Source: an optimization exercise on an open RTL-to-GDS flow (aim: small area and a short achievable clock period). Production flows keep margins and buffers that such runs may drop. Function was checked by simulation only, so behaviour that the tests miss may differ from the original.

==> 05-19: inputs <==
// chess_movegen_top
module chess_movegen_top (
    input  logic       clk,
    input  logic       rst_n,
    input  logic [7:0] addr,
    input  logic [7:0] data_in,
    output logic [7:0] data_out
);
    logic       rst_q;
    logic [3:0] op_q;
    logic [5:0] sq_q;
    logic [3:0] pl_q;
    always_ff @(posedge clk) begin
        rst_q <= !rst_n;
        op_q  <= addr[7:4];
        sq_q  <= {addr[1:0], data_in[7:4]};
        pl_q  <= data_in[3:0];
    end
    logic is_set, is_get, is_sen, is_eall, is_find, victim;
    assign is_set  = !rst_q && (op_q == 4'b1011);
    assign is_get  = !rst_q && (op_q == 4'b0101);
    assign is_sen  = !rst_q && (op_q == 4'b1101);
    assign is_eall = !rst_q && (op_q == 4'b1100);
    assign is_find = !rst_q && (op_q[3:1] == 3'b111);
    assign victim  = !op_q[0];
    logic [7:0] row, col;
    logic [63:0] sel;
    assign row = 8'd1 << sq_q[5:3];
    assign col = 8'd1 << sq_q[2:0];
    for (genvar i = 0; i < 64; i++) begin : g_sel
        assign sel[i] = row[i/8] && col[i%8];
    end
    logic op_src, op_get;
    assign op_src = (op_q == 4'b1111);
    assign op_get = (op_q == 4'b0101);
    logic [255:0] board;
    logic [63:0]  en;
    localparam logic [47:0] ENC = {3'd2, 3'd1, 3'd0, 3'd7, 3'd6, 3'd5, 3'd4, 3'd3, 3'd2, 3'd4, 3'd0, 3'd1, 3'd3, 3'd5, 3'd6, 3'd7};
    localparam logic [47:0] DEC = {3'd4, 3'd3, 3'd2, 3'd1, 3'd0, 3'd7, 3'd6, 3'd5, 3'd0, 3'd1, 3'd2, 3'd6, 3'd3, 3'd7, 3'd4, 3'd5};
    logic [2:0] enc_q, dec_rd;
    logic [3:0] rd_code;
    always_comb begin
        enc_q  = 3'd0;
        dec_rd = 3'd0;
        for (int k = 0; k < 16; k++) begin
            enc_q  = enc_q  | (ENC[3*k +: 3] & {3{pl_q == 4'(k)}});
            dec_rd = dec_rd | (DEC[3*k +: 3] & {3{rd_code == 4'(k)}});
        end
    end
    logic [3:0]   wcode;
    assign wcode = {pl_q[3], enc_q};
  ...
clock: 80.0 ns
lec_check: 0
abc_area: 1
cap_margin: 20
core_margin: 2
core_utilization: 55
cts_buf_list: sky130_fd_sc_hd__clkbuf_16
cts_cluster_diameter: 100
cts_cluster_size: 20
place_density: 0.66
slew_margin: 20
standard.sh (not shown) runs the stock make flow with config.mk's settings and CLKGATE_MAP_FILE= SYNTH_SCRIPT=/design/flow/synth_recipe.tcl, a recipe that flattens the netlist after the stock synthesis.
==> flow/flow/run.sh <==
#!/bin/bash
# Standard ORFS layout (the standard.sh) with two changes:
#  - synthesis maps the logic with an area-oriented ABC script
#    (flow/abc_area.script) in place of ORFS's; everything else in
#    synthesis, including the register mapping and naming, is unchanged
#  - the port buffers that ORFS inserts are plain buf_2 cells
set -euo pipefail
rm -rf scripts_own
cp -r "$FLOW_HOME/scripts" scripts_own
cp flow/abc_area.script scripts_own/abc_area.script
export BUFFER_PORTS_ARGS="-buffer_cell sky130_fd_sc_hd__buf_2"
bash standard.sh SCRIPTS_DIR="$PWD/scripts_own" finish > flow.log 2>&1
==> flow/flow/abc_area.script <==
strash
dch -f
amap
mfs2
strash
dch -f
amap
topo
dnsize -c
==> 01-27: changes against 05-19 <==
--- a/flow/design.v
+++ b/flow/design.v
@@ -21,50 +21,23 @@
     assign is_get  = !rst_q && (op_q == 4'b0101);
     assign is_sen  = !rst_q && (op_q == 4'b1101);
     assign is_eall = !rst_q && (op_q == 4'b1100);
     assign is_find = !rst_q && (op_q[3:1] == 3'b111);
     assign victim  = !op_q[0];
-    logic [7:0] row, col;
     logic [63:0] sel;
-    assign row = 8'd1 << sq_q[5:3];
-    assign col = 8'd1 << sq_q[2:0];
-    for (genvar i = 0; i < 64; i++) begin : g_sel
-        assign sel[i] = row[i/8] && col[i%8];
-    end
-    logic op_src, op_get;
-    assign op_src = (op_q == 4'b1111);
-    assign op_get = (op_q == 4'b0101);
+    assign sel = 64'd1 << sq_q;
     logic [255:0] board;
     logic [63:0]  en;
-    localparam logic [47:0] ENC = {3'd2, 3'd1, 3'd0, 3'd7, 3'd6, 3'd5, 3'd4, 3'd3, 3'd2, 3'd4, 3'd0, 3'd1, 3'd3, 3'd5, 3'd6, 3'd7};
-    localparam logic [47:0] DEC = {3'd4, 3'd3, 3'd2, 3'd1, 3'd0, 3'd7, 3'd6, 3'd5, 3'd0, 3'd1, 3'd2, 3'd6, 3'd3, 3'd7, 3'd4, 3'd5};
-    logic [2:0] enc_q, dec_rd;
-    logic [3:0] rd_code;
-    always_comb begin
-        enc_q  = 3'd0;
-        dec_rd = 3'd0;
-        for (int k = 0; k < 16; k++) begin
-            enc_q  = enc_q  | (ENC[3*k +: 3] & {3{pl_q == 4'(k)}});
-            dec_rd = dec_rd | (DEC[3*k +: 3] & {3{rd_code == 4'(k)}});
-        end
-    end
     logic [3:0]   wcode;
-    assign wcode = {pl_q[3], enc_q};
+    assign wcode = {pl_q[3], pl_q[2:0] + 3'd2};
     logic [3:0]  wdata;
     logic        edata;
     logic [63:0] bwe, ewe;
-    assign wdata = rst_q ? 4'hA : wcode;          
+    assign wdata = rst_q ? 4'h9 : wcode;          
     assign edata = rst_q || is_eall || pl_q[0];
-    logic [7:0] brow, bcol, erow, ecol;
-    assign brow = {8{rst_q}} | ({8{is_set}} & row);
-    assign bcol = {8{rst_q}} | col;
-    assign erow = {8{rst_q || is_eall}} | ({8{is_sen}} & row);
-    assign ecol = {8{rst_q || is_eall}} | col;
-    for (genvar i = 0; i < 64; i++) begin : g_we
-        assign bwe[i] = brow[i/8] && bcol[i%8];
-        assign ewe[i] = erow[i/8] && ecol[i%8];
-    end
+    assign bwe   = {64{rst_q}} | ({64{is_set}} & sel);
+    assign ewe   = {64{rst_q || is_eall}} | ({64{is_sen}} & sel);
     always_ff @(posedge clk) begin
         for (int i = 0; i < 64; i++) begin
             if (bwe[i])
                 board[4*i +: 4] <= wdata;
             if (ewe[i])
@@ -80,17 +53,17 @@
         localparam int F = i % 8;
         logic [2:0] t;
         logic th, emp, x, dRQ, dBQ, dN, dK, dP;
         assign t   = board[4*i +: 3];
         assign th  = board[4*i+3];
-        assign emp = (t == 3'd2);
-        assign x   = op_src && sel[i];
-        assign dRQ = !th && !t[2] && t[0];
-        assign dBQ = !th && !t[1] && t[0];
-        assign dN  = !th && t == 3'd6;
-        assign dK  = !th && t == 3'd0;
-        assign dP  = !th && t == 3'd7;
+        assign emp = (t == 3'd1);
+        assign x   = !victim && sel[i];
+        assign dRQ = !th && (t == 3'd5 || t == 3'd6);
+        assign dBQ = !th && t[2] && !t[0];
+        assign dN  = !th && t == 3'd3;
+        assign dK  = !th && t == 3'd7;
+        assign dP  = !th && t == 3'd2;
         assign s_orth[i] = x || (victim && dRQ);
         assign s_diag[i] = x || (victim && dBQ);
         assign s_kn[i]   = x || (victim && dN);
         assign s_ki[i]   = x || (victim && dK);
         assign s_pw[i]   = x || (victim && dP);
@@ -118,29 +91,28 @@
         logic orth, diag, att, hv, ha;
         assign orth = fs || fw;
         assign diag = fsw || fse;
         assign att  = orth || diag || kn || ki || pcap;
         assign hv = (emp && (att || ppush)) ||
-                    (th && t >= 3'd3 && att);
+                    (th && t >= 3'd2 && t <= 3'd6 && att);
         assign ha = (orth && dRQ) || (diag && dBQ) || (kn && dN) ||
                     (ki && dK) || ((pcap || ppush) && dP);
-        assign hit[i]  = (en[i] && (victim ? hv : ha)) || (op_get && sel[i]);
-        assign kill[i] = th && ((en[i] && t == 3'd0 && att) || (op_get && sel[i]));
-        assign p2[i] = t[2];
-        assign p1[i] = t[1];
-        assign p0[i] = t[0];
+        assign hit[i]  = en[i] && (victim ? hv : ha);
+        assign kill[i] = en[i] && th && t == 3'd7 && att;
+        assign p2[i] = t[2] ^ !victim;
+        assign p1[i] = t[1] ^ !victim;
+        assign p0[i] = t[0] ^ !victim;
     end
-    logic [63:0] c1, cand;
-    logic any, b2, b1, b1_hi, b1_lo, b0;
-    assign any   = |hit;
-    assign b2    = |(hit & p2);
-    assign b1_hi = |(hit & p2 & p1);
-    assign b1_lo = |(hit & p1);
-    assign b1    = b2 ? b1_hi : b1_lo;
-    assign c1    = hit & (p2 | {64{!b2}}) & (p1 | {64{!b1}});
-    assign b0    = |(c1 & p0);
-    assign cand  = c1 & (p0 | {64{!b0}});
+    logic [63:0] c2, c1, c0, cand;
+    logic any, b2, b1, b0;
+    assign any  = |hit;
+    assign b2   = |(hit & p2);
+    assign c2   = b2 ? (hit & p2) : hit;
+    assign b1   = |(c2 & p1);
+    assign c1   = b1 ? (c2 & p1) : c2;
+    assign b0   = |(c1 & p0);
+    assign cand = b0 ? (c1 & p0) : c1;
     logic [5:0] best;
     logic [31:0] v1; logic [31:0] i1;
     logic [15:0] v2; logic [31:0] i2;
     logic [7:0]  v3; logic [23:0] i3;
     logic [3:0]  v4; logic [15:0] i4;
@@ -165,17 +137,20 @@
         assign v5[j] = v4[2*j] | v4[2*j+1];
         assign i5[5*j +: 5] = v4[2*j] ? {1'b0, i4[8*j +: 4]} : {1'b1, i4[8*j+4 +: 4]};
     end
     assign best = !any ? 6'd0 :
                   v5[0] ? {1'b0, i5[4:0]} : {1'b1, i5[9:5]};
-    logic rd_th;
-    assign rd_th   = |kill;
-    assign rd_code = {rd_th, b2, b1, b0};
+    logic [3:0] rd;
+    always_comb begin
+        rd = 4'd0;
+        for (int i = 0; i < 64; i++)
+            rd = rd | (board[4*i +: 4] & {4{sel[i]}});
+    end
     always_ff @(posedge clk) begin
         if (!rst_n)
             data_out <= 8'h00;
         else if (is_find)
             data_out <= {victim && (|kill), !any, best};
         else if (is_get)
-            data_out <= {4'h0, rd_th, dec_rd};
+            data_out <= {4'h0, rd[3], rd[2:0] - 3'd2};
     end
 endmodule
==> flow/run.sh (new file) <==
#!/bin/bash
# synth_recipe.tcl (not shown) runs the flow's synth.tcl, then flattens the netlist and writes it again
# the make line also repeats each setting of config.mk as NAME=value (left out here)
make -C /OpenROAD-flow-scripts/flow DESIGN_CONFIG=/design/flow/config.mk WORK_HOME=/design/flow/orfs CLKGATE_MAP_FILE= SYNTH_SCRIPT=/design/flow/synth_recipe.tcl finish
Settings changed: CTS_BUF_LIST sky130_fd_sc_hd__clkbuf_16 to unset, CTS_CLUSTER_DIAMETER 100 to unset, CTS_CLUSTER_SIZE 20 to unset, PLACE_DENSITY 0.66 to 0.65.
removed: flow/flow/run.sh
removed: flow/flow/abc_area.script
removed: flow/standard.sh
==> flow_metrics.env <==
export IMPL_status="no timing/DRC/antenna violations"
export IMPL_filler_cell_count=6339
export IMPL_postSynthNetCount=5697
export IMPL_vias=42700
export IMPL_diodes=5
export IMPL_met1_length_mm=64.2
export IMPL_worst_path_max_delay_cell="clkdlybuf4s50_1"
export IMPL_slew_headroom_pct=6.87
export IMPL_n_all_inverters=669
export IMPL_clkPwrFrac_pct=30.8
export IMPL_rr_worst_depth=44
export IMPL_max_slew_worst_pin_slew_ps=1380
export IMPL_insertion_delay_ps=610
export IMPL_mostFrequentLayoutCell="nand2_1"
export IMPL_grt_max_degree=144
export IMPL_die_area_mm2=0.0651
export IMPL_max_freq_mhz=57.1
export IMPL_cts_htree_levels=2
export IMPL_hold_slack_ps=471
export IMPL_finalNonFillerCells=6492
# the run above: 01-27

==> flow_metrics.env <==
export IMPL_slew_headroom_pct=8.47
export IMPL_max_slew_worst_pin_slew_ps=1370
export IMPL_wl_met2_mm=54.4
export IMPL_insertion_delay_ps=620
export IMPL_finalNonFillerCells=4528
export IMPL_die_area_mm2=0.0521
export IMPL_worst_path_max_delay_cell="dfxtp_1"
export IMPL_max_freq_mhz=58.0
export IMPL_grt_max_degree=131
export IMPL_filler_cell_count=4587
export IMPL_p_leak_uw=0.00925
export IMPL_clkPwrFrac_pct=22.2
export IMPL_diodes=14
export IMPL_met1_length_mm=50.8
export IMPL_mostFrequentLayoutCell="nor2_1"
export IMPL_n_all_inverters=429
export IMPL_status="no timing/DRC/antenna violations"
export IMPL_hold_slack_ps=539
# the run above: 05-19

-- re-timing with driven ports --
No port has a modelled driver above. Below, the same layouts with a new extraction and two added sets of constraints. Step 1 assumes that a clkbuf_16 drives the clock port and a buf_2 every other input. Step 2 adds t to the input delays and takes it off the output delays; t is the mean of the earliest and latest rising clock arrival at the registers after step 1. Input paths then give back, and output paths get back, about the clock's delay inside the block. Three values: ideal ports, drivers, drivers and shift; two values: the first two.
run | t (ns) | slack for setup (ns) | worst hold slack (ns)
05-19 | 0.667 | 62.762 / 62.694 / 62.910 | 0.539 / 0.539 / 0.539
01-27 | 0.673 | 62.484 / 62.413 / 63.086 | 0.471 / 0.471 / 0.471
After both steps every run listed still meets setup and hold.
